From an optimization exercise on the open Yosys and OpenROAD flow, aimed at small area, a short achievable clock period and few clock cycles per item; shortcuts taken in it are not production practice. At most, simulation tests tie the RTL to the original design; equivalence was not proved. For runs 2 to 7, only the layout was checked, not whether the RTL still works. Power figures rest on the tool's default switching activity, not on a simulated workload.

[design/flow/flow/run.sh]
#!/bin/bash
# Standard layout, with plain buffers on the ports instead of the delay
# cells the port buffering picks by default.
set -euo pipefail
bash standard.sh BUFFER_PORTS_ARGS="-buffer_cell sky130_fd_sc_hd__buf_1" SKIP_GATE_CLONING=1 finish > standard.log 2>&1
[design/flow/standard.sh]
#!/bin/bash
# synth_recipe.tcl (not shown) runs the flow's synth.tcl, then flattens the netlist and writes it again
# the make line also repeats each setting of config.mk as NAME=value (left out here)
make -C /OpenROAD-flow-scripts/flow DESIGN_CONFIG=/design/flow/config.mk WORK_HOME=/design/flow/orfs CLKGATE_MAP_FILE= SYNTH_SCRIPT=/design/flow/synth_recipe.tcl "${@:-finish}"
[design/flow/config.mk]
export PLATFORM = sky130hd
export DESIGN_NAME = fp_add_top
export DESIGN_NICKNAME = fp_add_top
export VERILOG_FILES = /design/flow/design.v
export SDC_FILE = /design/flow/constraint.sdc
export NUM_CORES = 4
export LEC_CHECK = 0
export ABC_AREA = 1
export CAP_MARGIN = 20
export CORE_MARGIN = 2
export CORE_UTILIZATION = 40
export SETUP_SLACK_MARGIN = 1.5
export SLEW_MARGIN = 20
[design/flow/constraint.sdc]
create_clock -name core_clock -period 6.0 [get_ports {sys_clk}]
set_input_delay 1.2000 -clock core_clock [delete_from_list [all_inputs] [get_ports {sys_clk}]]
set_output_delay 1.2000 -clock core_clock [all_outputs]
set_load 0.01 [all_outputs]
[design/flow/design.v]
`timescale 1ns/1ps
module fp_prefix_add #(
    parameter int W = 28,
    parameter int L = 5            
) (
    input  logic [W-1:0] a,
    input  logic [W-1:0] b,
    input  logic         cin,
    output logic [W-1:0] s
);
    logic [W-1:0] p, g, gg, gp;
    assign p = a ^ b;
    assign g = a & b;
    always_comb begin
        gg    = g;
        gp    = p;
        gg[0] = g[0] | (p[0] & cin);
        for (int l = 0; l < L; l++) begin
            for (int i = 0; i < W; i++) begin
                if (i[l]) begin
                    gg[i] = gg[i] | (gp[i] & gg[((i >> l) << l) - 1]);
                    gp[i] = gp[i] & gp[((i >> l) << l) - 1];
                end
            end
        end
    end
    assign s = p ^ {gg[W-2:0], cin};
endmodule
module fp_prefix_and #(
    parameter int W = 24,
    parameter int L = 5            
) (
    input  logic [W-1:0] a,
    output logic [W-1:0] y
);
    always_comb begin
        y = a;
        for (int l = 0; l < L; l++) begin
            for (int i = 0; i < W; i++) begin
                if (i[l]) begin
                    y[i] = y[i] & y[((i >> l) << l) - 1];
                end
            end
        end
    end
endmodule
`timescale 1ns/1ps
module fp_add_stage1 (
    input  logic [31:0] a,
    input  logic [31:0] b,
    input  logic        op,
    output logic [24:0] x,         
    output logic [27:0] y,         
    output logic [7:0]  e,
    output logic        sub,
    output logic        s,
    output logic        inf,
    output logic        nan
);
    logic [7:0]  ea, eb;
    logic [22:0] fa, fb;
    logic        sa, sb;
    logic        za, zb;
    logic [23:0] ma, mb;
    logic        maxa, maxb;
    logic        nan_a, nan_b, inf_a, inf_b;
    logic        a_lt;
    logic [8:0]  dab, dba;
    logic [7:0]  shift;
    logic [23:0] big_m;
    logic [23:0] small_m;
    logic [25:0] y_sh;
    logic [23:0] lost;
    logic        sticky;
    logic        far;
    assign sa = a[31];
    assign sb = b[31] ^ op;
    assign ea = a[30:23];
    assign eb = b[30:23];
    assign fa = a[22:0];
    assign fb = b[22:0];
    assign za = (ea == 8'd0);
    assign zb = (eb == 8'd0);
    assign ma = za ? 24'd0 : {1'b1, fa};
    assign mb = zb ? 24'd0 : {1'b1, fb};
    assign maxa  = (ea == 8'hFF);
    assign maxb  = (eb == 8'hFF);
    assign nan_a = maxa & (fa != 23'd0);
    assign nan_b = maxb & (fb != 23'd0);
    assign inf_a = maxa & (fa == 23'd0);
    assign inf_b = maxb & (fb == 23'd0);
    assign sub  = sa ^ sb;
    assign a_lt = {ea, fa} < {eb, fb};
    assign nan = nan_a | nan_b | (inf_a & inf_b & sub);
    assign inf = inf_a | inf_b;
    assign s   = inf ? (inf_a ? sa : sb) : (a_lt ? sb : sa);
    assign dab   = {1'b0, ea} - {1'b0, eb};
    assign dba   = {1'b0, eb} - {1'b0, ea};
    assign shift = dab[8] ? dba[7:0] : dab[7:0];
    assign big_m   = a_lt ? mb : ma;
    assign small_m = a_lt ? ma : mb;
    assign e       = a_lt ? eb : ea;
    assign far = shift[7:5] != 3'd0;
    always_comb begin
        for (int j = 0; j < 24; j++) begin
            lost[j] = far | (shift[4:0] > 5'(j + 2));
        end
    end
    assign y_sh   = far ? 26'd0 : ({small_m, 2'b00} >> shift[4:0]);
    assign sticky = |(small_m & lost);
    assign x = sub ? {big_m, 1'b0} : {1'b0, big_m};
    assign y = sub ? ~{y_sh, sticky, 1'b0} : {1'b0, y_sh, sticky};
endmodule
`timescale 1ns/1ps
module fp_add_stage2 (
    input  logic [24:0] x,
    input  logic [27:0] y,
    input  logic [7:0]  e,
    input  logic        sub,
    input  logic        s,
    input  logic        inf,
    input  logic        nan,
    output logic [31:0] result
);
    logic [27:0] sum;
    logic        top;              
    logic        rnd_t, rnd_u;     
    logic [24:0] ones;             
    logic [23:0] inc_t, inc_u;     
    logic        cy_t, cy_u;       
    logic [22:0] f_frac;
    logic        f_cy;
    logic [9:0]  f_exp;
    logic        f_ovf, f_unf;
    logic        near;
    logic [4:0]  lz;
    logic [25:0] n_sh;
    logic [9:0]  n_exp;
    fp_prefix_add #(.W(28)) u_add (
        .a   ({x, 3'b000}),
        .b   (y),
        .cin (sub),
        .s   (sum)
    );
    assign top   = sum[27];
    assign rnd_t = sum[3] & (sum[4] | sum[2] | sum[1] | sum[0]);
    assign rnd_u = sum[2] & (sum[3] | sum[1] | sum[0]);
    logic [23:0] ones4;            
    fp_prefix_and #(.W(24)) u_ones (
        .a (sum[27:4]),
        .y (ones4)
    );
    assign ones[0] = sum[3];
    assign ones[24:1] = ones4 & {24{sum[3]}};
    always_comb begin
        inc_t[0] = sum[4] ^ rnd_t;
        inc_u[0] = sum[3] ^ rnd_u;
        for (int k = 1; k < 24; k++) begin
            inc_t[k] = sum[k+4] ^ (rnd_t & ones4[k-1]);
            inc_u[k] = sum[k+3] ^ (rnd_u & ones[k-1]);
        end
    end
    assign cy_t = rnd_t & ones4[23];
    assign cy_u = rnd_u & ones[23];
    assign f_frac = top ? inc_t[22:0] : inc_u[22:0];
    assign f_cy   = top ? cy_t : cy_u;
    logic [9:0] eb0, eb1, eb2;
    logic [2:0] ov, un;
    assign eb0 = {2'b00, e} - {9'd0, sub};
    assign eb1 = eb0 + 10'd1;
    assign eb2 = eb0 + 10'd2;
    assign ov  = {eb2 >= 10'd255, eb1 >= 10'd255, eb0 >= 10'd255};
    assign un  = {eb2 == 10'd0, eb1 == 10'd0, (eb0 == 10'd0) | eb0[9]};
    always_comb begin
        case ({top, f_cy})
            2'b00:   begin f_exp = eb0; f_ovf = ov[0]; f_unf = un[0]; end
            2'b11:   begin f_exp = eb2; f_ovf = ov[2]; f_unf = un[2]; end
            default: begin f_exp = eb1; f_ovf = ov[1]; f_unf = un[1]; end
        endcase
    end
    assign near = ~(sum[27] | sum[26]);
    logic [31:0] lz_in;
    logic [15:0] v1;
    logic [7:0]  v2;
    logic [3:0]  v3;
    logic [1:0]  v4;
    logic [15:0] z1;
    logic [15:0] z2;
    logic [11:0] z3;
    logic [7:0]  z4;
    assign lz_in = {sum[25:0], 6'b111111};
    always_comb begin
        for (int g = 0; g < 16; g++) begin
            v1[g] = lz_in[2*g+1] | lz_in[2*g];
            z1[g] = ~lz_in[2*g+1];
        end
        for (int g = 0; g < 8; g++) begin
            v2[g]          = v1[2*g+1] | v1[2*g];
            z2[2*g+1]      = ~v1[2*g+1];
            z2[2*g]        = v1[2*g+1] ? z1[2*g+1] : z1[2*g];
        end
        for (int g = 0; g < 4; g++) begin
            v3[g]          = v2[2*g+1] | v2[2*g];
            z3[3*g+2]      = ~v2[2*g+1];
            z3[3*g+:2]     = v2[2*g+1] ? z2[4*g+2+:2] : z2[4*g+:2];
        end
        for (int g = 0; g < 2; g++) begin
            v4[g]          = v3[2*g+1] | v3[2*g];
            z4[4*g+3]      = ~v3[2*g+1];
            z4[4*g+:3]     = v3[2*g+1] ? z3[6*g+3+:3] : z3[6*g+:3];
        end
        lz = v4[1] ? {1'b0, z4[7:4]} : {1'b1, z4[3:0]};
    end
    assign n_sh  = sum[25:0] << lz;
    assign n_exp = {2'b00, e} - 10'd2 - {5'd0, lz};
    logic [25:0] n_win;
    logic        n_unf;
    always_comb begin
        for (int i = 0; i < 26; i++) begin
            n_win[i] = ({2'b00, e} > 10'(27 - i));
        end
    end
    assign n_unf = ~|(sum[25:0] & n_win);
    always_comb begin
        if (nan) begin
            result = 32'hFFFF_FFFF;
        end else if (inf) begin
            result = {s, 8'hFF, 23'd0};
        end else if (near) begin
            if (sum[25:0] == 26'd0) begin
                result = 32'd0;
            end else if (n_unf) begin
                result = {s, 31'd0};
            end else begin
                result = {s, n_exp[7:0], n_sh[24:2]};
            end
        end else if (f_ovf) begin
            result = {s, 8'hFF, 23'd0};
        end else if (f_unf) begin
            result = {s, 31'd0};
        end else begin
            result = {s, f_exp[7:0], f_frac};
        end
    end
endmodule
`timescale 1ns/1ps
module fp_add_top (
    input  logic        sys_clk,
    input  logic        sys_rst_n,
    input  logic [31:0] data1_in,
    input  logic [31:0] data2_in,
    input  logic        op,
    input  logic        trig,
    output logic [31:0] data_out,
    output logic        vld
);
    logic        busy;
    logic        accept;
    logic [24:0] x_d, x_q;         
    logic [27:0] y_d, y_q;         
    logic [7:0]  e_d, e_q;         
    logic        sub_d, sub_q;     
    logic        s_d, s_q;         
    logic        inf_d, inf_q;     
    logic        nan_d, nan_q;     
    logic [31:0] result;
    assign accept = trig & ~busy;
    fp_add_stage1 u_s1 (
        .a   (data1_in),
        .b   (data2_in),
        .op  (op),
        .x   (x_d),
        .y   (y_d),
        .e   (e_d),
        .sub (sub_d),
        .s   (s_d),
        .inf (inf_d),
        .nan (nan_d)
    );
    always_ff @(posedge sys_clk) begin
        x_q   <= x_d;
        y_q   <= y_d;
        e_q   <= e_d;
        sub_q <= sub_d;
        s_q   <= s_d;
        inf_q <= inf_d;
        nan_q <= nan_d;
    end
    fp_add_stage2 u_s2 (
        .x      (x_q),
        .y      (y_q),
        .e      (e_q),
        .sub    (sub_q),
        .s      (s_q),
        .inf    (inf_q),
        .nan    (nan_q),
        .result (result)
    );
    always_ff @(posedge sys_clk or negedge sys_rst_n) begin
        if (!sys_rst_n) begin
            busy     <= 1'b0;
            vld      <= 1'b0;
            data_out <= '0;
        end else begin
            busy <= accept;
            vld  <= busy;
            if (busy) begin
                data_out <= result;
            end
        end
    end
endmodule
==> results of run 1 <==
sequential cells by signal, summed over array words and instances (netlist names):
register / flops
busy: 1
data_out: 32
e_q: 8
inf_q: 1
nan_q: 1
s_q: 1
sub_q: 1
vld: 1
x_q: 25
y_q: 28
layer usage:
layer / GRT usage (%) / share of wire [%] / vias to the layer above
li1: - / - / 7715
met1: 34.6 / 43 / 7061
met2: 47.8 / 47 / 563
met3: 2.46 / 5.2 / 140
met4: 13.8 / 5.6 / 0
met5: 0 / 0 / -
metrics by stage:
| step | hold slack (ns) | instance area, um^2 |
|---|---|---|
| 2_1_floorplan | 0.352 | 12900 |
| 3_3_place_gp | 0.460 | 13600 |
| 3_5_place_dp | 0.461 | 13600 |
| 4_1_cts | 0.482 | 14100 |
| 5_1_grt | 0.502 | 15000 |
| 6_report | 0.475 | 15000 |
worst min-delay path, stage by stage (launching register included):
cell and delay, ns:
dfrtp_1 0.35, o21ai_1 0.06, inv_1 0.04
logic make-up (layout without fill, tap and decap cells):
| logic type | count (synthesis) | after routing | synth area share, % |
|---|---|---|---|
| buffers and inverters | 390 | 508 | 11.8 |
| muxes | 3 | 3 | 0.234 |
| and+or+nand+nor | 1271 | 1271 | 42.5 |
| DFF | 99 | 99 | 16.7 |
| xor gates and xnor gates | 38 | 38 | 2.59 |
| AOI/OAI and AO/OA | 392 | 392 | 16.9 |
| adders and majority gates | 91 | 91 | 9.21 |
path summary, 6_finish.rpt:
kind                                    startpoint                       end  depth (start not counted)
max in group asynchronous                sys_rst_n            busy$_DFF_PN0_                          1
min in group asynchronous                sys_rst_n   data_out[2]$_DFFE_PN0P_                          1
hold reg to reg            data_out[7]$_DFFE_PN0P_   data_out[7]$_DFFE_PN0P_                          2
hold / removal             data_out[7]$_DFFE_PN0P_   data_out[7]$_DFFE_PN0P_                          2
setup reg to reg                     sub_q$_DFF_P_  data_out[30]$_DFFE_PN0P_                         30
setup / recovery                     sub_q$_DFF_P_  data_out[30]$_DFFE_PN0P_                         30
cells in the final DEF, fill, tap and decap left out, types with 40 or more instances in the layout:
master,n
buf_4,80
a21oi_1,103
nand4_1,40
nand3_1,267
inv_1,276
buf_1,99
dfxtp_1,61
ha_1,70
nor2_1,181
nand2_1,659
o21ai_0,162
where the power goes:
part / leakage [nW] / internal, mW / switching (mW)
combinational: 6.46 / 1.91 / 3.79
sequential: 0.926 / 0.861 / 0.119
clock: 0.143 / 0.302 / 0.288
area by class of cell:
class | count | area (um^2) | share of cell area [%]
Multi-Input combinational cell | 1795 | 9770 | 65.2
Sequential cell | 99 | 2160 | 14.4
Inverter | 305 | 1170 | 7.81
Timing Repair Buffer | 187 | 1080 | 7.19
Tap cell | 402 | 503 | 3.36
Clock buffer | 10 | 239 | 1.60
Clock inverter | 6 | 56.3 | 0.376
cell usage after synthesis (9+ instances only):
| cell | instances | share of area [%] |
|---|---|---|
| nand2_1 | 683 | 20 |
| inv_1 | 284 | 8.3 |
| nand3_1 | 271 | 11 |
| nor2_1 | 194 | 5.7 |
| o21ai_0 | 170 | 6.6 |
| a21oi_1 | 111 | 4.3 |
| ha_1 | 85 | 8.3 |
| dfxtp_1 | 65 | 10 |
| clkbuf_1 | 48 | 1.4 |
| nand4_1 | 40 | 1.9 |
| dfrtp_1 | 34 | 6.6 |
| xor2_1 | 29 | 2.0 |
| o22ai_1 | 25 | 1.2 |
| buf_2 | 22 | 0.86 |
| o211ai_1 | 21 | 1.2 |
| inv_2 | 16 | 0.47 |
| nor3_1 | 16 | 0.62 |
| o21ai_1 | 16 | 0.62 |
| nor4_1 | 15 | 0.73 |
| a31oi_1 | 13 | 0.63 |
| nand2_2 | 12 | 0.58 |
| nor2_2 | 10 | 0.49 |
| buf_1 | 9 | 0.26 |
| o31ai_1 | 9 | 0.53 |
| xnor2_1 | 9 | 0.61 |
timing repair:
action | 4_1_cts | 5_1_grt
hold endpoints to repair | 0 | 0
setup endpoints to repair | 39 | 63
gates resized for setup | 22 | 124
setup buffers | 13 | 47
pin swaps | 11 | 42
==> reports/results.ini, run 1 <==
[status]
status=timing/DRC/antenna clean

[timing]
setup_ws_ns=1.67
period_needed_ns=4.33
final-max-slew-violation-count=0
rsz0062_at_grt=no
final_hold_viol_count=0
fmax_mhz=231
worst_pin_slew_ns=0.926
fin_tns_setup_ns=0
period_share_pct=72.2
fin_skew_ns=0.0158
slew_headroom_pct=38.2
setup_violations=0

[detailed_routing]
drcViolationCount=0
viasPerCell=5.52
wl_per_cell_um=17.1
drt-initial-drc-count=1252
dr_total_vias=15479
antenna_left=0
drt_first_pass_iters=8
wl_um=48000

[placement]
dp.cells=2728
dpl_worst_slack_ns=0.958
port_buffers=100
place_congestion=1.03
dp_hpwl_um=38000

[pwr]
p_leak_nw=7.53
ir_drop_v=0.000172
power_mw=7.27
p_per_area_nw_per_um2=486

[global_route]
grt_pass1_wl_um=74400
grt_max_degree=47
grt_pass1_vias=14232
grt_usage_pct=27.7
gr-total-overflow=0
antenna_found_initial=0

[layout]
utilization_pct=47.4
drive_gt1_share_pct=10.8
syn2layout_area_growth_pct=16.5
num_antenna_cells=0
layout.cells.non_filler=2804
nNetsFinal=2556
fillers=3448

[worst_setup_path]
start_kind=flop
crit_fanout=4
worstPathRequired_ns=6.25
critPathBufInv=3
arrival_ns=4.58
cpLargestDelayFamily=adder cells
end_kind=flop
slowest_stage=fa_2
max_stage_delay_ns=0.38
rrSetupSlack_ns=1.67
criticalPathCategory=flop to flop

[floorplan]
die_x_um=183
chipHeight_um=183
num_rows=65
die_area_um2=33600
start_util_pct=40.7
core_area_um2=31600
io_pins=101

[logic_synthesis]
ys_types=60
syn_inst=2284
syn_area_per_cell_um2=5.63
synth_nets=2443
syn_area_um2=12800
synth_warnings=5
yosys_most_used_dff=dfxtp_1
synth-seq-area-share_pct=16.7
synth_edf_count=0
synth-seq-cells=99
synthArstFlopShare_pct=34.3

[cts]
clk_path_buf_depth=2
root_buffer=clkbuf_16
clock_latency_ns=0.37
path_clk_slew_ns=0.08
cts_buffers=9
cts_max_level=3
tritoncts=yes
cts_sinks=99
cts_hold_buf=0

[run]
drv_cap=0

[hold_path]
holdCritPathClass=flop to flop

Testbench counts, summed over its fixed seeds: cycles 16,000, items 8,000.
==> run 2, diff against run 1 <==
--- a/design/flow/design.v
+++ b/design/flow/design.v
@@ -136,12 +136,9 @@
     logic [4:0]  lz;
     logic [25:0] n_sh;
     logic [9:0]  n_exp;
-    fp_prefix_add #(.W(28)) u_add (
-        .a   ({x, 3'b000}),
-        .b   (y),
-        .cin (sub),
-        .s   (sum)
-    );
+    logic [28:0] sum_w;
+    assign sum_w = {x, 3'b000, 1'b1} + {y, sub};
+    assign sum   = sum_w[28:1];
     assign top   = sum[27];
     assign rnd_t = sum[3] & (sum[4] | sum[2] | sum[1] | sum[0]);
     assign rnd_u = sum[2] & (sum[3] | sum[1] | sum[0]);
==> run 2 against run 1 <==
Compared with the run above:
- still clean on timing, DRC and antenna
- first-iteration DRC count increased by 37%
- critical path depth decreased by 11
- count of clock-buffer cells in the layout unchanged
- wire length increased by 19%
- highest routed layer unchanged
==> reports/results.ini, run 2 <==
[floorplan]
io_pins=101
die_area_um2=36000
start_util_pct=40.2
die_x_um=190
chipHeight_um=190
num_rows=68
core_area_um2=34300

[cts]
cts_max_level=3
cts_hold_buf=0
path_clk_slew_ns=0.08
root_buffer=clkbuf_16
clk_path_buf_depth=2
cts_buffers=9
cts_sinks=99
tritoncts=yes
clock_latency_ns=0.37

[worst_setup_path]
rrSetupSlack_ns=1.73
criticalPathCategory=input port to flop
timing.rr.end=data_out[30]$_DFFE_PN0P_
critPathBufInv=3
crit_start=data1_in[24]
cp.depth=19
r2r_start=x_q[18]$_DFF_P_
cpMostUsedCell=nand2_1
arrival_ns=4.56
endpoint=y_q[0]$_SDFF_PN1_
path_cells=buf_1 -> inv_1 -> ha_1 -> nand2_1 -> o21ai_0 -> nand2_1 -> o211ai_1 -> nand2_1 -> o21ai_0 -> xor2_1 -> nand2_4 -> nor2_4 -> clkinvlp_4 -> nand3_1 -> nand2_1 -> nor2_1 -> nand2_1 -> nor2_2 -> nand3_1
start_kind=input port
worstPathRequired_ns=6.21
end_kind=flop
cpLargestDelayFamily=simple AND/OR/NAND/NOR gates
crit_fanout=8
r2r_cells=26
slowest_stage=o21ai_0
max_stage_delay_ns=0.44

[pwr]
p_leak_nw=7.92
ir_drop_v=0.000227
power_mw=7.92
p_per_area_nw_per_um2=492

[timing]
final_hold_viol_count=0
final-max-slew-violation-count=0
fmax_mhz=230
fin_skew_ns=0.0180
hold_ws_ns=0.497
worst_pin_slew_ns=1.00
slew_headroom_pct=33.4
period_needed_ns=4.34
rsz0062_at_grt=no
period_share_pct=72.4
setup_violations=0
fin_tns_setup_ns=0

[logic_synthesis]
synth-seq-cells=99
syn_inst=2489
synth_warnings=4
syn_area_um2=13800
synth_top_area_cell=nand2_1
synthTopCellsByCount=766 x nand2_1, 324 x nand3_1, 304 x inv_1, 188 x nor2_1, 157 x o21ai_0
synth_edf_count=0
synth_nets=2643
synth_top_cells_by_area=nand2_1 21%, nand3_1 12%, dfxtp_1 9.4%, inv_1 8.3%, ha_1 7.5%
syn_area_per_cell_um2=5.54
synth_most_common_cell=nand2_1
ys_types=54
synth_top_area_share_pct=20.8
synth-seq-area-share_pct=15.6
yosys_most_used_dff=dfxtp_1
synthArstFlopShare_pct=34.3

[layout]
nNetsFinal=2738
reg_top3=data_out x32, y_q x28, x_q x25
num_antenna_cells=0
layout_common_cells=718 x nand2_1, 324 x nand3_1, 294 x inv_1, 156 x nor2_1, 150 x o21ai_0
seq_area_um2=2160
syn2layout_area_growth_pct=16.6
mostFrequentLayoutCell=nand2_1
utilization_pct=46.9
drive_gt1_share_pct=12.6
largest_register_ffs=32
top_register=data_out
multi_input_area_um2=10800
fillers=3748

[detailed_routing]
dr_total_vias=17288
wl_um=57200
viasPerCell=5.68
wl_per_cell_um=18.8
drt-initial-drc-count=1717
antenna_left=0
drt_first_pass_iters=7
drcViolationCount=0

[run]
drv_cap=0

[global_route]
grt_usage_pct=30.7
grt_pass1_wl_um=86700
antenna_found_initial=1
grt_pass1_vias=15718
grt_max_degree=63
gr-total-overflow=0

[hold_path]
holdCritPathClass=flop to flop

[placement]
dp_hpwl_um=45000
place_congestion=1.02
port_buffers=100

[status]
status=timing/DRC/antenna clean

==> run 2: changes by cell type in the layout (fill, tap and decap cells not counted), sizes merged, moves of 9 or more <==
cell   delta
buf      -14
nand2    +85
nor3     +17
nand3    +56
o21ai    -11
a31oi     +9
nand4    +38
inv      +22
==> run 2: worst register-to-register path: cells and delay by family (launching register included) <==
kind / cells / cell delay [ns]
and+or+nand+nor: 15 / 1.71
adders and majority gates: 4 / 1.23
AOI/OAI and AO/OA: 4 / 0.43
DFF: 1 / 0.38
buffers and inverters: 2 / 0.21
xor gates and xnor gates: 1 / 0.17
==> run 2: per-layer routing <==
| metal | vias to the layer above | track usage [%] | wire length, um |
|---|---|---|---|
| met5 | - | 0 | 0 |
| met4 | 0 | 12.1 | 2320 |
| met3 | 129 | 5.13 | 4960 |
| met2 | 855 | 46.8 | 24300 |
| met1 | 7901 | 43.0 | 25700 |
| li1 | 8403 | - | - |
==> run 2: area by class of cell <==
class / instances / area share, %
well taps: 455 / 3.54
clock buffers: 10 / 1.56
repair buffers: 175 / 6.03
inverters: 331 / 7.94
multi-input cells: 1968 / 67.1
flip-flops and latches: 99 / 13.4
clock inverters: 6 / 0.428
==> run 2: where the power goes <==
part	switching (mW)	internal, mW
registers	0.158	0.859
logic	4.27	2.00
clock network	0.289	0.353
==> run 2: worst min-delay path by stage <==
stage	startpoint	end	slack, ns	cells after the start
floorplan	busy$_DFF_PN0_	vld$_DFF_PN0_	0.35	0
global placement	data_out[26]$_DFFE_PN0P_	data_out[26]$_DFFE_PN0P_	0.49	2
detailed placement	data_out[26]$_DFFE_PN0P_	data_out[26]$_DFFE_PN0P_	0.49	2
CTS	data_out[26]$_DFFE_PN0P_	data_out[26]$_DFFE_PN0P_	0.51	2
global route	data_out[11]$_DFFE_PN0P_	data_out[11]$_DFFE_PN0P_	0.54	2
finish	s_q$_DFF_P_	data_out[31]$_DFFE_PN0P_	0.50	2
==> run 2: repair_timing <==
action                                  4_1_cts  5_1_grt
resized for setup                            65      156
pin swaps                                     2       21
setup buffers                                12       27
endpoints found under the setup margin       57       55
==> run 2: per-stage QoR <==
step | std cells | area [um^2] | setup WS (ns)
global route | 3044 | 16100 | 1.48
detailed placement | 2989 | 14600 | 0.330
floorplan | 2489 | 13800 | 1.94
CTS | 3017 | 15300 | 1.50
finish | 3044 | 16100 | 1.66
global placement | 2989 | 14600 | 0.224
==> run 2: cells by family (layout without fill, tap and decap cells) <==
group	Yosys count	in the layout	share of synthesized area, %
AND/OR/NAND/NOR	1460	1460	46.4
buffers and inverters	422	522	12.1
AO/OA/AOI/OAI	387	387	15.6
flip-flops	99	99	15.6
adder cells (fa/ha/maj)	86	86	7.96
XOR/XNOR	35	35	2.39
==> run 3, diff against run 2 <==
--- a/design/flow/design.v
+++ b/design/flow/design.v
@@ -136,9 +136,12 @@
     logic [4:0]  lz;
     logic [25:0] n_sh;
     logic [9:0]  n_exp;
-    logic [28:0] sum_w;
-    assign sum_w = {x, 3'b000, 1'b1} + {y, sub};
-    assign sum   = sum_w[28:1];
+    fp_prefix_add #(.W(28)) u_add (
+        .a   ({x, 3'b000}),
+        .b   (y),
+        .cin (sub),
+        .s   (sum)
+    );
     assign top   = sum[27];
     assign rnd_t = sum[3] & (sum[4] | sum[2] | sum[1] | sum[0]);
     assign rnd_u = sum[2] & (sum[3] | sum[1] | sum[0]);
@@ -209,7 +212,14 @@
         lz = v4[1] ? {1'b0, z4[7:4]} : {1'b1, z4[3:0]};
     end
     assign n_sh  = sum[25:0] << lz;
-    assign n_exp = {2'b00, e} - 10'd2 - {5'd0, lz};
+    logic [9:0] em2;
+    assign em2 = {2'b00, e} - 10'd2;
+    fp_prefix_add #(.W(10), .L(4)) u_nexp (
+        .a   (em2),
+        .b   ({5'h1F, ~lz}),
+        .cin (1'b1),
+        .s   (n_exp)
+    );
     logic [25:0] n_win;
     logic        n_unf;
     always_comb begin
==> run 3 against run 2 <==
Compared with the run above:
- final cell count down 6.5%
- first-iteration DRC count down 26%
- register-to-register slack lost 0.07 ns
- largest power group unchanged
- critical endpoint is now data_out[28]$_DFFE_PN0P_
- still clean
- highest routed layer unchanged
- sequential power down 5%
- critical path type is now flop to flop
- synthesized area is 5.8% lower
- worst hold slack better by 0.0069 ns
==> reports/results.ini, run 3 <==
[detailed_routing]
wl_met1_um=20700
wl_met3_um=3070
viasPerCell=5.54
drcViolationCount=0
wl_per_cell_um=17.9
top_layer=met4
wl_um=50900
drt_first_pass_iters=6
drt-initial-drc-count=1272
wl_met2_um=24000
antenna_left=0
dr_total_vias=15778

[layout]
num_antenna_cells=0
largest_register_ffs=32
top_register=data_out
layout_common_cells=668 x nand2_1, 261 x nand3_1, 254 x inv_1, 189 x nor2_1, 140 x o21ai_0
multi_input_area_um2=9910
drive_gt1_share_pct=10.9
seq_area_um2=2160
reg_top3=data_out x32, y_q x28, x_q x25
fillers=3540
mostFrequentLayoutCell=nand2_1
nNetsFinal=2557
syn2layout_area_growth_pct=15.6

[worst_setup_path]
cpMostUsedCell=inv_2
end_kind=flop
critPathBufInv=5
worstPathRequired_ns=6.25
cpLargestDelayFamily=adder cells
cp.depth=27
r2r_cells=27
rrSetupSlack_ns=1.66
r2r_start=y_q[10]$_DFF_P_
max_stage_delay_ns=0.38
start_kind=flop
slowest_stage=fa_1
endpoint=data_out[28]$_DFFE_PN0P_
timing.rr.end=data_out[28]$_DFFE_PN0P_
crit_fanout=6
arrival_ns=4.60
criticalPathCategory=flop to flop
crit_start=y_q[10]$_DFF_P_

[timing]
rsz0062_at_grt=no
setup_ws_ns=1.66
period_needed_ns=4.34
period_share_pct=72.4
final-max-slew-violation-count=0
fin_skew_ns=0.0179
setup_violations=0
fin_tns_setup_ns=0
slew_headroom_pct=29.6
fmax_mhz=230
worst_pin_slew_ns=1.06
final_hold_viol_count=0

[logic_synthesis]
synth-seq-area-share_pct=16.6
synthArstFlopShare_pct=34.3
synthTopCellsByCount=682 x nand2_1, 265 x inv_1, 264 x nand3_1, 205 x nor2_1, 148 x o21ai_0
synth_most_common_cell=nand2_1
syn_area_um2=13000
ys_types=62
synth_edf_count=0
synth_nets=2448
synth_top_cells_by_area=nand2_1 20%, nand3_1 10%, dfxtp_1 10%, ha_1 7.9%, inv_1 7.7%
synth-seq-cells=99
syn_area_per_cell_um2=5.67
syn_inst=2290
synth_top_area_share_pct=19.7
yosys_most_used_dff=dfxtp_1
synth_warnings=6
synth_top_area_cell=nand2_1

[cts]
cts_hold_buf=0
tritoncts=yes
cts_sinks=99
cts_max_level=3
root_buffer=clkbuf_16
cts_buffers=9
clk_path_buf_depth=2
clock_latency_ns=0.38
path_clk_slew_ns=0.07

[placement]
place_congestion=1.01
dp_hpwl_um=40400
dpl_worst_slack_ns=0.688
port_buffers=100

[status]
status=timing/DRC/antenna clean

[floorplan]
die_x_um=184
io_pins=101
num_rows=66
chipHeight_um=184
start_util_pct=40.2
die_area_um2=33900
core_area_um2=32300

[global_route]
grt_pass1_vias=14877
grt_pass1_wl_um=78700
grt_max_degree=56
grt_usage_pct=29.4
gr-total-overflow=0
antenna_found_initial=0

[pwr]
ir_drop_v=0.000234
p_per_area_nw_per_um2=483
p_leak_nw=7.42

[hold_path]
holdCritPathClass=flop to flop

[run]
drv_cap=0

## run 3: cell count changes after synthesis, moves of 6 or more
cell,delta
o21ai_0,-9
nand4_1,-26
nand3_1,-60
o21ai_1,+6
nor2_1,+17
nor3_1,-9
nand2_1,-84
a22oi_1,+13
o211ai_1,-6
inv_1,-39
## run 3: logic make-up after synthesis
family,share of synthesized area [%]
AOI/OAI and AO/OA,16.7
xor gates and xnor gates,2.43
adders and majority gates,9.13
buffers and inverters,11.1
DFF,16.6
muxes,0.164
and+or+nand+nor,43.9
## run 3: worst min path at each step
| stage | startpoint | end | slack, ns | depth (start not counted) |
|---|---|---|---|---|
| 2_1_floorplan | busy$_DFF_PN0_ | vld$_DFF_PN0_ | 0.35 | 0 |
| 3_3_place_gp | data_out[25]$_DFFE_PN0P_ | data_out[25]$_DFFE_PN0P_ | 0.48 | 2 |
| 3_5_place_dp | data_out[25]$_DFFE_PN0P_ | data_out[25]$_DFFE_PN0P_ | 0.50 | 2 |
| 4_1_cts | data_out[25]$_DFFE_PN0P_ | data_out[25]$_DFFE_PN0P_ | 0.51 | 2 |
| 5_1_grt | data_out[31]$_DFFE_PN0P_ | data_out[31]$_DFFE_PN0P_ | 0.54 | 2 |
| 6_report | data_out[27]$_DFFE_PN0P_ | data_out[27]$_DFFE_PN0P_ | 0.50 | 2 |
## run 3: stage by stage
stage | cells | power, mW | util [%] | hold WS [ns] | area, um^2
5_1_grt | 2846 | 7.90 | 46.5 | 0.543 | 15000
6_report | 2846 | 7.25 | 46.5 | 0.504 | 15000
4_1_cts | 2804 | 6.80 | 44.4 | 0.514 | 14300
3_3_place_gp | 2774 | 6.03 | 42.7 | 0.485 | 13800
2_1_floorplan | 2290 | 4.58 | - | 0.352 | 13000
3_5_place_dp | 2774 | 6.02 | 42.7 | 0.497 | 13800
## run 3: layout make-up
type	count	area share, %
inverters	289	7.36
clock inverters	7	0.466
clock buffers	9	1.50
multi-input cells	1821	65.9
well taps	442	3.68
flip-flops and latches	99	14.3
repair buffers	179	6.70
## run 3: worst reg2reg max path: cells and delay by family (launching register included)
kind | cells | cell delay [ns]
adder cells (fa/ha/maj) | 5 | 1.45
XOR/XNOR | 2 | 0.40
AO/OA/AOI/OAI | 4 | 0.45
flip-flops | 1 | 0.33
AND/OR/NAND/NOR | 11 | 1.26
buffers and inverters | 5 | 0.36
## run 3: timing repair
action,4_1_cts,5_1_grt
buffers inserted,14,42
pin swaps,13,28
endpoints found under the setup margin,45,57
gates resized for setup,35,96
endpoints found under the hold margin,0,0
## run 3: where the power goes
group | internal, mW | leakage [nW] | switching (mW)
clock network | 0.293 | 0.142 | 0.296
registers | 0.855 | 0.924 | 0.114
logic | 1.79 | 6.35 | 3.90
total | 2.94 | 7.42 | 4.31
## run 3: routing by layer
metal | up-vias | track usage, %
met2 | 733 | 51.4
met5 | - | 0
met3 | 175 | 3.83
met1 | 7106 | 34.9
met4 | 0 | 16.2
li1 | 7764 | -
==> run 4, diff against run 3 <==
--- a/design/flow/design.v
+++ b/design/flow/design.v
@@ -1,13 +1,13 @@
 `timescale 1ns/1ps
 module fp_prefix_add #(
-    parameter int W = 28,
-    parameter int L = 5            
+    parameter int W = 28
 ) (
     input  logic [W-1:0] a,
     input  logic [W-1:0] b,
     input  logic         cin,
     output logic [W-1:0] s
 );
+    localparam int L = $clog2(W);
     logic [W-1:0] p, g, gg, gp;
     assign p = a ^ b;
     assign g = a & b;
@@ -27,12 +27,12 @@
     assign s = p ^ {gg[W-2:0], cin};
 endmodule
 module fp_prefix_and #(
-    parameter int W = 24,
-    parameter int L = 5            
+    parameter int W = 24
 ) (
     input  logic [W-1:0] a,
     output logic [W-1:0] y
 );
+    localparam int L = $clog2(W);
     always_comb begin
         y = a;
         for (int l = 0; l < L; l++) begin
@@ -213,21 +213,10 @@
     end
     assign n_sh  = sum[25:0] << lz;
     logic [9:0] em2;
-    assign em2 = {2'b00, e} - 10'd2;
-    fp_prefix_add #(.W(10), .L(4)) u_nexp (
-        .a   (em2),
-        .b   ({5'h1F, ~lz}),
-        .cin (1'b1),
-        .s   (n_exp)
-    );
-    logic [25:0] n_win;
-    logic        n_unf;
-    always_comb begin
-        for (int i = 0; i < 26; i++) begin
-            n_win[i] = ({2'b00, e} > 10'(27 - i));
-        end
-    end
-    assign n_unf = ~|(sum[25:0] & n_win);
+    logic       n_unf;
+    assign em2   = {2'b00, e} - 10'd2;
+    assign n_exp = em2 - {5'd0, lz};
+    assign n_unf = em2[9] | ((em2[8:5] == 4'd0) & (em2[4:0] <= lz));
     always_comb begin
         if (nan) begin
             result = 32'hFFFF_FFFF;
==> design/flow/flow/run.sh (replaced) <==
#!/bin/bash
# Standard layout, with plain buffers on the ports instead of the delay
# cells the port buffering picks by default.
set -euo pipefail
bash standard.sh BUFFER_PORTS_ARGS="-buffer_cell sky130_fd_sc_hd__buf_1" finish > standard.log 2>&1
==> run 4 against run 3 <==
Compared with the run above:
- still clean
- final cell count shrank 1.7%
- die area fell by 0.75%
- worst hold slack lost 0.0019 ns
- largest cell class unchanged
==> reports/results.ini, run 4 <==
[worst_setup_path]
crit_fanout=5
end_kind=flop
slowest_stage=fa_2
start_kind=flop
max_stage_delay_ns=0.39
cpMostUsedCell=nand2_4
criticalPathCategory=flop to flop
arrival_ns=4.91
r2r_cells=37
worstPathRequired_ns=6.25

[layout]
drive_gt1_share_pct=15.2
layout.cells.non_filler=2799
nNetsFinal=2548
num_antenna_cells=0
top_register=data_out
reg_top3=data_out x32, y_q x28, x_q x25
largest_register_ffs=32
syn2layout_area_growth_pct=19.7
layout_common_cells=647 x nand2_1, 295 x nand3_1, 245 x inv_1, 173 x nor2_1, 111 x o21ai_0
mostFrequentLayoutCell=nand2_1
utilization_pct=48.8

[pwr]
power_mw=7.46
p_per_area_nw_per_um2=483
p_leak_nw=7.72
ir_drop_v=0.000229

[cts]
tritoncts=yes
cts_buffers=9
cts_hold_buf=0
clock_latency_ns=0.37
root_buffer=clkbuf_16
path_clk_slew_ns=0.08
cts_max_level=3
cts_sinks=99
clk_path_buf_depth=2

[detailed_routing]
drt-initial-drc-count=1317
antenna_left=0
viasPerCell=5.51
drcViolationCount=0
drt_first_pass_iters=6
wl_per_cell_um=16.7
dr_total_vias=15432
wl_um=46800

[floorplan]
chipHeight_um=184
io_pins=101
die_x_um=184
core_area_um2=31600
start_util_pct=40.8
num_rows=65
die_area_um2=33700

[logic_synthesis]
synth_top_area_cell=nand2_1
synthArstFlopShare_pct=34.3
synth-seq-cells=99
synth_warnings=5
synth_top_area_share_pct=19.7
syn_area_um2=12900
yosys_most_used_dff=dfxtp_1
synth_top_cells_by_area=nand2_1 20%, nand3_1 12%, dfxtp_1 10%, ha_1 8.0%, inv_1 7.7%
syn_area_per_cell_um2=5.72
synth-seq-area-share_pct=16.7
synth_nets=2411
syn_inst=2255
synth_most_common_cell=nand2_1
synth_edf_count=0
synthTopCellsByCount=677 x nand2_1, 307 x nand3_1, 263 x inv_1, 188 x nor2_1, 135 x o21ai_0
ys_types=60

[timing]
period_needed_ns=4.66
setup_violations=0
rsz0062_at_grt=yes
hold_ws_ns=0.502
final_hold_viol_count=0
slew_headroom_pct=38.3
worst_pin_slew_ns=0.917
fin_skew_ns=0.0131
fin_tns_setup_ns=0
period_share_pct=77.7
fmax_mhz=215
final-max-slew-violation-count=0

[global_route]
grt_usage_pct=27.1
grt_pass1_vias=14480
grt_pass1_wl_um=73600
met1_usage_pct=33.6
gr-total-overflow=0
grtUsageMet2_pct=46.9
gr-usage-met3_pct=3.41
grt-busiest-layer=met2
grt_max_degree=64
antenna_found_initial=0

[run]
drv_cap=0

[hold_path]
holdCritPathClass=flop to flop
hold_path_depth=2

[placement]
place_congestion=0.967
dp.cells=2711
dp_hpwl_um=36900
port_buffers=100

[status]
status=timing/DRC/antenna clean

## run 4: cell type report
type	instances	area (um^2)
inverter	280	1080
sequential	99	2160
tap	402	503
multi-input combinational	1799	10200
clock inverter	6	56.3
fill	3369	16200
timing repair inverter	1	7.51
clock buffer	10	239
timing repair buffer	202	1220
## run 4: routing by layer
| layer | vias up | wire, um |
|---|---|---|
| li1 | 7709 | - |
| met1 | 7056 | 20200 |
| met2 | 555 | 22100 |
| met3 | 112 | 2370 |
| met4 | 0 | 2090 |
| met5 | - | 0 |
## run 4: logic make-up after synthesis
kind of cell	Yosys count	synth area share, %
flops	99	16.7
simple gates	1331	46.1
xor+xnor	36	2.45
compound gates	343	14.9
fa+ha+maj	88	8.89
buf+inv	357	11.0
mux	1	0.0776
## run 4: power breakdown
| group | internal [mW] | switching (mW) | leakage (nW) |
|---|---|---|---|
| Combinational | 2.01 | 3.88 | 6.65 |
| Sequential | 0.861 | 0.115 | 0.925 |
| Clock | 0.303 | 0.300 | 0.144 |
| Total | 3.17 | 4.29 | 7.72 |
## run 4: worst paths after layout
| kind | endpoint | slack (ns) | start |
|---|---|---|---|
| hold / removal | data_out[26]$_DFFE_PN0P_ | 0.50 | data_out[26]$_DFFE_PN0P_ |
| setup reg to reg | data_out[11]$_DFFE_PN0P_ | 1.34 | sub_q$_DFF_P_ |
| max in group asynchronous | data_out[14]$_DFFE_PN0P_ | 4.57 | sys_rst_n |
| setup / recovery | data_out[11]$_DFFE_PN0P_ | 1.34 | sub_q$_DFF_P_ |
| min in group asynchronous | data_out[28]$_DFFE_PN0P_ | 0.92 | sys_rst_n |
| hold reg to reg | data_out[26]$_DFFE_PN0P_ | 0.50 | data_out[26]$_DFFE_PN0P_ |
## run 4: repair_timing
action,in CTS,in global routing
buffers inserted,25,45
gates resized for setup,52,171
gates cloned,0,2
endpoints found under the setup margin,40,57
pin swaps,33,70
## run 4: worst max-delay path: cells and delay by family, from the launching register on
kind,cells,cell delay (ns)
AOI/OAI and AO/OA,6,0.73
xor gates and xnor gates,1,0.20
adders and majority gates,4,0.92
buffers and inverters,5,0.50
DFF,1,0.34
and+or+nand+nor,21,1.84
## run 4: per-stage QoR
| stage | setup WS, ns | instance area (um^2) |
|---|---|---|
| floorplan | 1.03 | 13000 |
| global placement | 0.708 | 13800 |
| detailed placement | 0.539 | 13800 |
| CTS | 1.45 | 14500 |
| global route | 1.08 | 15400 |
| finish | 1.34 | 15400 |
==> run 5, diff against run 4 <==
--- a/design/flow/design.v
+++ b/design/flow/design.v
@@ -212,11 +212,7 @@
         lz = v4[1] ? {1'b0, z4[7:4]} : {1'b1, z4[3:0]};
     end
     assign n_sh  = sum[25:0] << lz;
-    logic [9:0] em2;
-    logic       n_unf;
-    assign em2   = {2'b00, e} - 10'd2;
-    assign n_exp = em2 - {5'd0, lz};
-    assign n_unf = em2[9] | ((em2[8:5] == 4'd0) & (em2[4:0] <= lz));
+    assign n_exp = {2'b00, e} - 10'd2 - {5'd0, lz};
     always_comb begin
         if (nan) begin
             result = 32'hFFFF_FFFF;
@@ -225,7 +221,7 @@
         end else if (near) begin
             if (sum[25:0] == 26'd0) begin
                 result = 32'd0;
-            end else if (n_unf) begin
+            end else if (n_exp[9] | (n_exp[7:0] == 8'd0)) begin
                 result = {s, 31'd0};
             end else begin
                 result = {s, n_exp[7:0], n_sh[24:2]};
==> design/flow/flow/run.sh (replaced) <==
#!/bin/bash
# Standard layout, with plain buffers on the ports instead of the delay
# cells the port buffering picks by default, and ORFS's power recovery
# (downsizing gates off the critical paths) after global routing.
set -euo pipefail
bash standard.sh BUFFER_PORTS_ARGS="-buffer_cell sky130_fd_sc_hd__buf_1" RECOVER_POWER=100 finish > standard.log 2>&1
==> run 5 against run 4 <==
Compared with the run above:
- the layout now fails its checks (max-capacitance violations, max-slew violations)
- core utilization shrank 0.41 points
- sequential power barely moved
- clock power decreased by 5.5%
- worst setup slack worse by 0.45 ns
- die area about the same
- synthesized area about the same
==> reports/results.ini, run 5 <==
[floorplan]
num_rows=65
start_util_pct=40.7
core_area_um2=31600
io_pins=101
die_x_um=183
chipHeight_um=183
die_area_um2=33700

[layout]
fillers=3421
layout_common_cells=649 x nand2_1, 276 x nand3_1, 247 x inv_1, 172 x nor2_1, 129 x o21ai_0
largest_register_ffs=32
reg_top3=data_out x32, y_q x28, x_q x25
mostFrequentLayoutCell=nand2_1
num_antenna_cells=0
syn2layout_area_growth_pct=18.8
drive_gt1_share_pct=13.5
top_register=data_out
nNetsFinal=2550

[cts]
cts_max_level=3
cts_buffers=9
clock_latency_ns=0.36
tritoncts=yes
path_clk_slew_ns=0.08
cts_hold_buf=0
clk_path_buf_depth=2
cts_sinks=99
root_buffer=clkbuf_16

[logic_synthesis]
synth_edf_count=0
synthArstFlopShare_pct=34.3
syn_area_per_cell_um2=5.67
synth_most_common_cell=nand2_1
synthTopCellsByCount=670 x nand2_1, 300 x nand3_1, 267 x inv_1, 188 x nor2_1, 155 x o21ai_0
synth_nets=2428
synth_top_cells_by_area=nand2_1 20%, nand3_1 12%, dfxtp_1 10%, ha_1 8.0%, inv_1 7.8%
yosys_most_used_dff=dfxtp_1
synth-seq-cells=99
syn_inst=2273
synth_warnings=5
synth_top_area_cell=nand2_1
synth_top_area_share_pct=19.5
syn_area_um2=12900
ys_types=56
synth-seq-area-share_pct=16.7

[global_route]
grtUsageMet2_pct=45.7
grt_pass1_wl_um=74000
grt_usage_pct=27.4
grt_pass1_vias=14352
antenna_found_initial=0
grt-busiest-layer=met2
gr-usage-met3_pct=4.36
gr-total-overflow=0
grt_max_degree=61
met1_usage_pct=34.4

[pwr]
switching_share_pct=58.1
pwr-share-seq_pct=12.7
power_mw=7.67
switching_power_mw=4.46
p_per_area_nw_per_um2=501
clkPwrFrac_pct=7.4
comb_power_share_pct=79.9
power.internal_mw=3.22
p_leak_nw=7.50
ir_drop_v=0.000211

[hold_path]
holdCritPathClass=flop to flop
hold_start=data_out[27]$_DFFE_PN0P_
hold_path_depth=2
whs_endpoint=data_out[27]$_DFFE_PN0P_

[worst_setup_path]
timing.rr.end=data_out[24]$_DFFE_PN0P_
crit_fanout=6
end_kind=flop
r2r_cells=31
arrival_ns=5.36
max_stage_delay_ns=0.38
cpMostUsedCell=nand2_1
rrSetupSlack_ns=0.89
r2r_start=x_q[12]$_DFF_P_
start_kind=flop
slowest_stage=fa_1
criticalPathCategory=flop to flop
worstPathRequired_ns=6.25

[timing]
setup_violations=0
final_hold_viol_count=0
fmax_mhz=196
worst_pin_slew_ns=1.83
fin_skew_ns=0.0115
fin_tns_setup_ns=0
period_needed_ns=5.11
rsz0062_at_grt=yes
final-max-slew-violation-count=114
period_share_pct=85.2
slew_headroom_pct=-21.8

[status]
violatedChecks=max-capacitance violations, max-slew violations
status=complete, but fails checks

[placement]
place_congestion=0.969
port_buffers=100
dp_hpwl_um=36400

[detailed_routing]
drt-initial-drc-count=1411
drcViolationCount=0
wl_um=47600
drt_first_pass_iters=7
wl_per_cell_um=17.0
dr_total_vias=15610
antenna_left=0
viasPerCell=5.57

[run]
drv_cap=3

## run 5: cell types whose count changed after synthesis, sizes merged, moves of 6 or more
| cell | change |
|---|---|
| nor3 | +7 |
| o21ai | +26 |
| clkbuf | +16 |
| buf | -8 |
| nand2 | -12 |
| nand3 | -8 |
| a31oi | -6 |
## run 5: area by class of cell
type / count / area [um^2] / area share, %
multi-input cells: 1811 / 10100 / 66.1
flip-flops and latches: 99 / 2160 / 14.1
clock buffers: 9 / 225 / 1.47
clock inverters: 7 / 61.3 / 0.400
inverters: 284 / 1100 / 7.22
well taps: 402 / 503 / 3.29
repair inverters: 4 / 25.0 / 0.163
repair buffers: 186 / 1110 / 7.25
## run 5: worst max-delay path, delay by kind of cell, from the launching register on
kind / cells / cell delay, ns
buffers and inverters: 6 / 0.65
xor gates and xnor gates: 1 / 0.31
and+or+nand+nor: 18 / 2.27
DFF: 1 / 0.37
AOI/OAI and AO/OA: 2 / 0.25
adders and majority gates: 4 / 1.13
## run 5: power groups by stage
| stage | Sequential, mW | Clock, mW | Combinational, mW |
|---|---|---|---|
| 2_1_floorplan | 1.00 | 0 | 3.85 |
| 4_1_cts | 0.966 | 0.582 | 5.56 |
| 3_5_place_dp | 0.973 | 0 | 5.26 |
| 5_1_grt | 0.995 | 0.610 | 6.78 |
| 3_3_place_gp | 0.968 | 0 | 5.25 |
| 6_report | 0.974 | 0.570 | 6.13 |
## run 5: repair_timing
action                                  4_1_cts  5_1_grt
buffers inserted                             23       36
endpoints found under the setup margin       50       54
resized for setup                            82      173
pin swaps                                    29       76
cloned                                        5        4
## run 5: kinds of logic after synthesis
family	count (synthesis)	share of synthesized area, %
AO/OA/AOI/OAI	358	15.3
XOR/XNOR	43	2.98
adder cells (fa/ha/maj)	87	8.74
buffers and inverters	368	11.2
flip-flops	99	16.7
multiplexers	3	0.233
AND/OR/NAND/NOR	1315	44.8
## run 5: through the flow
step / cells / utilization (%) / setup slack [ns] / cell area, um^2 / hold slack [ns]
3_5_place_dp: 2718 / 43.0 / 0.527 / 13600 / 0.505
5_1_grt: 2802 / 48.4 / 0.624 / 15300 / 0.535
2_1_floorplan: 2273 / - / 1.57 / 12900 / 0.352
4_1_cts: 2762 / 45.8 / 1.49 / 14500 / 0.523
6_report: 2802 / 48.4 / 0.888 / 15300 / 0.513
3_3_place_gp: 2718 / 43.0 / 0.612 / 13600 / 0.503
## run 5: layer usage
| layer | wire, um | share of wire, % | vias up |
|---|---|---|---|
| met3 | 2800 | 5.9 | 114 |
| met4 | 2290 | 4.8 | 0 |
| met2 | 22200 | 47 | 603 |
| met1 | 20300 | 43 | 7172 |
| li1 | - | - | 7721 |
| met5 | 0 | 0 | - |
## run 5: worst max path at each step
stage	start	endpoint	slack [ns]	depth (start not counted)
finish	x_q[12]$_DFF_P_	data_out[24]$_DFFE_PN0P_	0.89	31
global route	x_q[10]$_DFF_P_	data_out[28]$_DFFE_PN0P_	0.62	31
CTS	sub_q$_DFF_P_	data_out[16]$_DFFE_PN0P_	1.49	26
detailed placement	x_q[6]$_DFF_P_	data_out[29]$_DFFE_PN0P_	0.53	30
global placement	data1_in[28]	y_q[0]$_SDFF_PN1_	0.61	22
floorplan	x_q[6]$_DFF_P_	data_out[0]$_DFFE_PN0P_	1.57	31
==> run 6, diff against run 5 <==
--- a/design/flow/design.v
+++ b/design/flow/design.v
@@ -55,13 +55,13 @@
     output logic        sub,
     output logic        s,
     output logic        inf,
-    output logic        nan
+    output logic        nan,
+    output logic        zero       
 );
     logic [7:0]  ea, eb;
     logic [22:0] fa, fb;
     logic        sa, sb;
     logic        za, zb;
-    logic [23:0] ma, mb;
     logic        maxa, maxb;
     logic        nan_a, nan_b, inf_a, inf_b;
     logic        a_lt;
@@ -73,6 +73,8 @@
     logic [23:0] lost;
     logic        sticky;
     logic        far;
+    logic        z_small;
+    logic        kill;
     assign sa = a[31];
     assign sb = b[31] ^ op;
     assign ea = a[30:23];
@@ -81,8 +83,6 @@
     assign fb = b[22:0];
     assign za = (ea == 8'd0);
     assign zb = (eb == 8'd0);
-    assign ma = za ? 24'd0 : {1'b1, fa};
-    assign mb = zb ? 24'd0 : {1'b1, fb};
     assign maxa  = (ea == 8'hFF);
     assign maxb  = (eb == 8'hFF);
     assign nan_a = maxa & (fa != 23'd0);
@@ -90,15 +90,17 @@
     assign inf_a = maxa & (fa == 23'd0);
     assign inf_b = maxb & (fb == 23'd0);
     assign sub  = sa ^ sb;
-    assign a_lt = {ea, fa} < {eb, fb};
     assign nan = nan_a | nan_b | (inf_a & inf_b & sub);
     assign inf = inf_a | inf_b;
     assign s   = inf ? (inf_a ? sa : sb) : (a_lt ? sb : sa);
     assign dab   = {1'b0, ea} - {1'b0, eb};
     assign dba   = {1'b0, eb} - {1'b0, ea};
     assign shift = dab[8] ? dba[7:0] : dab[7:0];
-    assign big_m   = a_lt ? mb : ma;
-    assign small_m = a_lt ? ma : mb;
+    assign a_lt  = dab[8] | ((dab[7:0] == 8'd0) & (fa < fb));
+    assign zero    = za & zb;
+    assign big_m   = {1'b1, a_lt ? fb : fa};
+    assign small_m = {1'b1, a_lt ? fa : fb};
+    assign z_small = a_lt ? za : zb;
     assign e       = a_lt ? eb : ea;
     assign far = shift[7:5] != 3'd0;
     always_comb begin
@@ -106,8 +108,9 @@
             lost[j] = far | (shift[4:0] > 5'(j + 2));
         end
     end
-    assign y_sh   = far ? 26'd0 : ({small_m, 2'b00} >> shift[4:0]);
-    assign sticky = |(small_m & lost);
+    assign kill   = far | z_small;
+    assign y_sh   = kill ? 26'd0 : ({small_m, 2'b00} >> shift[4:0]);
+    assign sticky = ~z_small & (|(small_m & lost));
     assign x = sub ? {big_m, 1'b0} : {1'b0, big_m};
     assign y = sub ? ~{y_sh, sticky, 1'b0} : {1'b0, y_sh, sticky};
 endmodule
@@ -120,6 +123,7 @@
     input  logic        s,
     input  logic        inf,
     input  logic        nan,
+    input  logic        zero,
     output logic [31:0] result
 );
     logic [27:0] sum;
@@ -218,6 +222,8 @@
             result = 32'hFFFF_FFFF;
         end else if (inf) begin
             result = {s, 8'hFF, 23'd0};
+        end else if (zero) begin
+            result = 32'd0;
         end else if (near) begin
             if (sum[25:0] == 26'd0) begin
                 result = 32'd0;
@@ -255,6 +261,7 @@
     logic        s_d, s_q;         
     logic        inf_d, inf_q;     
     logic        nan_d, nan_q;     
+    logic        zero_d, zero_q;   
     logic [31:0] result;
     assign accept = trig & ~busy;
     fp_add_stage1 u_s1 (
@@ -267,7 +274,8 @@
         .sub (sub_d),
         .s   (s_d),
         .inf (inf_d),
-        .nan (nan_d)
+        .nan (nan_d),
+        .zero(zero_d)
     );
     always_ff @(posedge sys_clk) begin
         x_q   <= x_d;
@@ -277,6 +285,7 @@
         s_q   <= s_d;
         inf_q <= inf_d;
         nan_q <= nan_d;
+        zero_q <= zero_d;
     end
     fp_add_stage2 u_s2 (
         .x      (x_q),
@@ -286,6 +295,7 @@
         .s      (s_q),
         .inf    (inf_q),
         .nan    (nan_q),
+        .zero   (zero_q),
         .result (result)
     );
     always_ff @(posedge sys_clk or negedge sys_rst_n) begin
==> design/flow/flow/run.sh (replaced) <==
#!/bin/bash
# Standard layout, with plain buffers on the ports instead of the delay
# cells the port buffering picks by default.
set -euo pipefail
bash standard.sh BUFFER_PORTS_ARGS="-buffer_cell sky130_fd_sc_hd__buf_1" finish > standard.log 2>&1
--- a/design/flow/config.mk
+++ b/design/flow/config.mk
@@ -9,5 +9,4 @@
 export CAP_MARGIN = 20
 export CORE_MARGIN = 2
 export CORE_UTILIZATION = 40
-export SETUP_SLACK_MARGIN = 1.5
 export SLEW_MARGIN = 20
==> run 6 against run 5 <==
Compared with the run above:
- now clean on timing, DRC and antenna
- final cell count down 4.2%
- sequential share of layout area is 1.3 points higher
- fmax decreased by 5.6%
- combinational power is 14% lower
- worst hold slack improved by 0.0048 ns
- core utilization down 4.4 points
- critical path depth decreased by 1
- clock power rose by 6.8%
- first-iteration DRC count fell by 3.7%
- largest cell class unchanged
==> reports/results.ini, run 6 <==
[worst_setup_path]
arrival_ns=5.65
start_kind=flop
worstPathRequired_ns=6.23
crit_fanout=40
max_stage_delay_ns=0.42
slowest_stage=fa_1
cpMostUsedCell=nand2_1
criticalPathCategory=flop to flop
end_kind=flop

[layout]
num_antenna_cells=0
top_register=data_out
syn2layout_area_growth_pct=7.69
layout_common_cells=671 x nand2_1, 237 x inv_1, 227 x nand3_1, 213 x o21ai_0, 158 x nor2_1
fillers=3523
largest_register_ffs=32
drive_gt1_share_pct=6.75
layout.cells.non_filler=2683
nNetsFinal=2431
mostFrequentLayoutCell=nand2_1
design_area_um2=13900
reg_top3=data_out x32, y_q x28, x_q x25

[global_route]
grt_max_degree=93
grt_pass1_vias=13082
antenna_found_initial=1
grt_usage_pct=25.0
grt_pass1_wl_um=68100
gr-total-overflow=0

[cts]
clk_path_buf_depth=2
cts_sinks=99
root_buffer=clkbuf_16
cts_max_level=3
cts_hold_buf=0
clock_latency_ns=0.36
cts_buffers=9
post_cts_buffers=0
path_clk_slew_ns=0.07
tritoncts=yes

[logic_synthesis]
synth_edf_count=0
ys_types=64
synth_top_area_cell=nand2_1
synthTopCellsByCount=672 x nand2_1, 237 x inv_1, 227 x nand3_1, 213 x o21ai_0, 159 x nor2_1
synth-seq-area-share_pct=16.6
syn_inst=2229
yosys_most_used_dff=dfxtp_1
synth_most_common_cell=nand2_1
synth_nets=2384
synth_warnings=5
syn_area_per_cell_um2=5.81
synth_top_area_share_pct=19.5
syn_area_um2=13000
synth_top_cells_by_area=nand2_1 19%, dfxtp_1 10%, nand3_1 8.8%, o21ai_0 8.2%, ha_1 7.9%
synth-seq-cells=99
synthArstFlopShare_pct=34.3

[pwr]
clkPwrFrac_pct=8.9
p_per_area_nw_per_um2=489
switching_share_pct=57.6
p_leak_nw=6.91
ir_drop_v=0.000193
comb_power_share_pct=77.1
power.internal_mw=2.89
pwr-share-seq_pct=14.0
switching_power_mw=3.92

[timing]
hold_ws_ns=0.518
final_hold_viol_count=0
final-max-slew-violation-count=0
period_share_pct=90.2
fin_tns_setup_ns=0
worst_pin_slew_ns=0.907
fmax_mhz=185
period_needed_ns=5.41
setup_violations=0
fin_skew_ns=0.0104
rsz0062_at_grt=no
slew_headroom_pct=39.4

[detailed_routing]
drt_first_pass_iters=6
wl_per_cell_um=15.8
antenna_left=0
dr_total_vias=14510
drt-initial-drc-count=1359
viasPerCell=5.41
drcViolationCount=0
wl_um=42300

[placement]
place_congestion=0.986
port_buffers=100
postPlaceCellArea_um2=13600
dp.cells=2667
dp_hpwl_um=34600

[floorplan]
io_pins=101
core_area_um2=31700
chipHeight_um=184
die_area_um2=33800
num_rows=65
start_util_pct=40.8
die_x_um=184

[status]
status=timing/DRC/antenna clean

[run]
drv_cap=0

[hold_path]
holdCritPathClass=flop to flop

run 6: cell count changes after synthesis, moves of 10 or more:
| cell | before | now |
|---|---|---|
| buf_2 | 6 | 16 |
| o21ai_0 | 155 | 213 |
| inv_1 | 267 | 237 |
| o22ai_1 | 22 | 2 |
| o211ai_1 | 19 | 29 |
| nor2_1 | 188 | 159 |
| nand3_1 | 300 | 227 |
run 6: layer usage:
metal / up-vias / part of all wire, % / track usage (%)
li1: 7456 / - / -
met5: - / 0.026 / 0
met3: 78 / 4.5 / 2.56
met4: 2 / 3.9 / 9.70
met1: 6553 / 46 / 33.1
met2: 421 / 46 / 41.7
run 6: worst max-delay path: cells and delay by family, from the launching register on:
kind | cells | cell delay, ns
and+or+nand+nor | 17 | 2.58
adders and majority gates | 4 | 1.19
buffers and inverters | 5 | 0.48
AOI/OAI and AO/OA | 3 | 0.40
DFF | 1 | 0.30
xor gates and xnor gates | 1 | 0.30
run 6: what timing repair did:
item / in CTS / in global routing
endpoints found under the hold margin: 0 / 0
endpoints found under the setup margin: 0 / 28
resized for setup: 0 / 1
run 6: path summary, 6_finish.rpt:
path	cells past startpoint	end	from	slack, ns
worst max-delay path	30	data_out[19]$_DFFE_PN0P_	x_q[8]$_DFF_P_	0.59
worst min-delay path	2	data_out[29]$_DFFE_PN0P_	data_out[29]$_DFFE_PN0P_	0.52
worst max register to register	30	data_out[19]$_DFFE_PN0P_	x_q[8]$_DFF_P_	0.59
worst min register to register	2	data_out[29]$_DFFE_PN0P_	data_out[29]$_DFFE_PN0P_	0.52
max in group asynchronous	1	data_out[14]$_DFFE_PN0P_	sys_rst_n	4.54
min in group asynchronous	1	data_out[27]$_DFFE_PN0P_	sys_rst_n	0.93
run 6: area by class of cell:
cell class / instances / area, um^2 / share of cell area (%)
multi-input combinational: 1788 / 9450 / 67.7
clock buffer: 11 / 254 / 1.82
sequential: 99 / 2150 / 15.4
inverter: 251 / 945 / 6.77
clock inverter: 5 / 57.6 / 0.413
timing repair buffer: 127 / 592 / 4.24
tap: 402 / 503 / 3.61
run 6: kinds of logic (layout without fill, tap and decap cells):
family / Yosys count / after routing / share of synthesized area [%]
simple gates: 1245 / 1245 / 43.4
compound gates: 413 / 413 / 17.7
buf+inv: 342 / 394 / 10.6
flops: 99 / 99 / 16.6
fa+ha+maj: 87 / 87 / 8.69
xor+xnor: 43 / 43 / 2.97
run 6: power by group through the flow:
stage                     registers [mW]  logic [mW]  clock network, mW
after CTS                          0.957        5.17              0.623
after floorplan                    0.997        3.85                  0
after global placement             0.964        5.13                  0
after global routing               0.977        5.92              0.649
final                              0.955        5.25              0.609
after detailed placement           0.970        5.15                  0
run 6: per-stage QoR:
stage | worst slack [ns] | power, mW | utilization (%)
2_1_floorplan | 1.19 | 4.84 | -
3_3_place_gp | 0.686 | 6.09 | 43.0
3_5_place_dp | 0.533 | 6.12 | 43.0
4_1_cts | 0.509 | 6.75 | 44.0
5_1_grt | 0.0192 | 7.55 | 44.0
6_report | 0.586 | 6.82 | 44.0
==> run 7, diff against run 6 <==
--- a/design/flow/design.v
+++ b/design/flow/design.v
@@ -1,13 +1,13 @@
 `timescale 1ns/1ps
 module fp_prefix_add #(
-    parameter int W = 28
+    parameter int W = 28,
+    parameter int L = 5            
 ) (
     input  logic [W-1:0] a,
     input  logic [W-1:0] b,
     input  logic         cin,
     output logic [W-1:0] s
 );
-    localparam int L = $clog2(W);
     logic [W-1:0] p, g, gg, gp;
     assign p = a ^ b;
     assign g = a & b;
@@ -27,12 +27,12 @@
     assign s = p ^ {gg[W-2:0], cin};
 endmodule
 module fp_prefix_and #(
-    parameter int W = 24
+    parameter int W = 24,
+    parameter int L = 5            
 ) (
     input  logic [W-1:0] a,
     output logic [W-1:0] y
 );
-    localparam int L = $clog2(W);
     always_comb begin
         y = a;
         for (int l = 0; l < L; l++) begin
--- a/design/flow/config.mk
+++ b/design/flow/config.mk
@@ -9,4 +9,5 @@
 export CAP_MARGIN = 20
 export CORE_MARGIN = 2
 export CORE_UTILIZATION = 40
+export SETUP_SLACK_MARGIN = 1.5
 export SLEW_MARGIN = 20
==> run 7 against run 6 <==
Compared with the run above:
- still clean
- power increased by 9.0%
- worst setup slack improved by 1.0 ns
- register-to-register slack improved by 1.0 ns
- via count increased by 4.1%
==> reports/results.ini, run 7 <==
[layout]
num_antenna_cells=0
nNetsFinal=2494
reg_top3=data_out x32, y_q x28, x_q x25
utilization_pct=48.0
drive_gt1_share_pct=14.2
design_area_um2=15200
top_register=data_out
largest_register_ffs=32

[logic_synthesis]
synth_nets=2384
yosys_most_used_dff=dfxtp_1
synthTopCellsByCount=672 x nand2_1, 237 x inv_1, 227 x nand3_1, 213 x o21ai_0, 159 x nor2_1
ys_types=64
synth_top_area_share_pct=19.5
synth_top_area_cell=nand2_1
syn_area_um2=13000
synthArstFlopShare_pct=34.3
syn_area_per_cell_um2=5.81
synth_top_cells_by_area=nand2_1 19%, dfxtp_1 10%, nand3_1 8.8%, o21ai_0 8.2%, ha_1 7.9%
synth-seq-cells=99

[detailed_routing]
dr_total_vias=15108
drcViolationCount=0
wl_per_cell_um=16.2
antenna_left=0
drt-initial-drc-count=1383
viasPerCell=5.50
wl_um=44500
drt_first_pass_iters=7

[cts]
root_buffer=clkbuf_16
cts_sinks=99
path_clk_slew_ns=0.08
cts_buffers=9
cts_max_level=3

[timing]
period_share_pct=73.2
fin_tns_setup_ns=0
setup_violations=0
final_hold_viol_count=0
period_needed_ns=4.39
slew_headroom_pct=44.9
final-max-slew-violation-count=0

[floorplan]
start_util_pct=40.8
die_area_um2=33800
io_pins=101
num_rows=65

[pwr]
p_leak_nw=7.31
p_per_area_nw_per_um2=488
ir_drop_v=0.000194

[hold_path]
whs_endpoint=data_out[12]$_DFFE_PN0P_
hold_start=data_out[12]$_DFFE_PN0P_
holdCritPathClass=flop to flop

[placement]
postPlaceCellArea_um2=13700
dp.cells=2668
dp_hpwl_um=34500
port_buffers=100

[global_route]
gr-usage-met3_pct=3.29
grt-busiest-layer=met2
grt_usage_pct=25.3
antenna_found_initial=0
grt_max_degree=93
gr-total-overflow=0
grt_pass1_wl_um=69400

[worst_setup_path]
start_kind=flop
r2r_cells=32
cpMostUsedCell=nand2_2
max_stage_delay_ns=0.64
rrSetupSlack_ns=1.61
r2r_start=x_q[24]$_DFF_P_
crit_fanout=7
end_kind=flop
arrival_ns=4.64
timing.rr.end=data_out[15]$_DFFE_PN0P_

[status]
status=timing/DRC/antenna clean

## run 7: logic make-up after synthesis
group | Yosys count | synth area share [%]
compound gates | 413 | 17.7
buf+inv | 342 | 10.6
fa+ha+maj | 87 | 8.69
xor+xnor | 43 | 2.97
simple gates | 1245 | 43.4
flops | 99 | 16.6
## run 7: cell type report
cell class | instances | area (um^2)
Clock inverter | 7 | 60.1
Fill cell | 3401 | 16500
Sequential cell | 99 | 2160
Tap cell | 402 | 503
Timing Repair Buffer | 187 | 1160
Multi-Input combinational cell | 1791 | 10100
Clock buffer | 9 | 225
Inverter | 251 | 973
## run 7: how the worst max path moves through the flow
stage / from / slack [ns] / cells past startpoint / to
after global routing: x_q[24]$_DFF_P_ / 1.41 / 33 / data_out[15]$_DFFE_PN0P_
after CTS: data1_in[23] / 1.49 / 22 / y_q[10]$_DFF_P_
after floorplan: x_q[6]$_DFF_P_ / 1.51 / 32 / data_out[14]$_DFFE_PN0P_
final: x_q[24]$_DFF_P_ / 1.61 / 32 / data_out[15]$_DFFE_PN0P_
after detailed placement: x_q[24]$_DFF_P_ / 0.79 / 24 / data_out[5]$_DFFE_PN0P_
after global placement: x_q[24]$_DFF_P_ / 0.87 / 24 / data_out[5]$_DFFE_PN0P_
## run 7: per-layer routing
metal  share of wire [%]  wire, um  vias up
met4                 4.2      1890        0
met1                  43     19300     6861
li1                    -         -     7588
met2                  46     20600      562
met3                 6.1      2730       97
met5                   0         0        -
## run 7: repair_timing
| action | CTS | global route |
|---|---|---|
| setup endpoints to repair | 59 | 59 |
| setup buffers | 16 | 41 |
| resized for setup | 44 | 168 |
| pin swaps | 19 | 46 |
| gates cloned | 1 | 4 |
| hold buffers | 0 | 0 |
## run 7: stage by stage
step / hold slack [ns] / total power, mW / worst slack, ns
after floorplan: 0.352 / 4.87 / 1.51
final: 0.522 / 7.43 / 1.61
after CTS: 0.527 / 6.91 / 1.49
after global placement: 0.498 / 6.12 / 0.870
after detailed placement: 0.509 / 6.14 / 0.791
after global routing: 0.551 / 8.17 / 1.41
## run 7: where the power goes
| group | switching, mW | leakage, nW | total (mW) | internal [mW] |
|---|---|---|---|---|
| Clock | 0.275 | 0.144 | 0.564 | 0.289 |
| Sequential | 0.114 | 0.923 | 0.972 | 0.858 |
| Combinational | 3.83 | 6.25 | 5.89 | 2.06 |
## run 7: worst max-delay path, delay by kind of cell (launching register included)
family	cells	cell delay [ns]
AND/OR/NAND/NOR	21	1.96
AO/OA/AOI/OAI	1	0.06
XOR/XNOR	1	0.17
flip-flops	1	0.35
adder cells (fa/ha/maj)	5	1.34
buffers and inverters	4	0.40

Setup slack of run 7, layout unchanged: 1.607 ns with ideal ports, 1.607 ns with driving cells assumed (clock clkbuf_16, inputs buf_2), 1.261 ns with port delays also shifted by the 0.405 ns mid clock arrival.
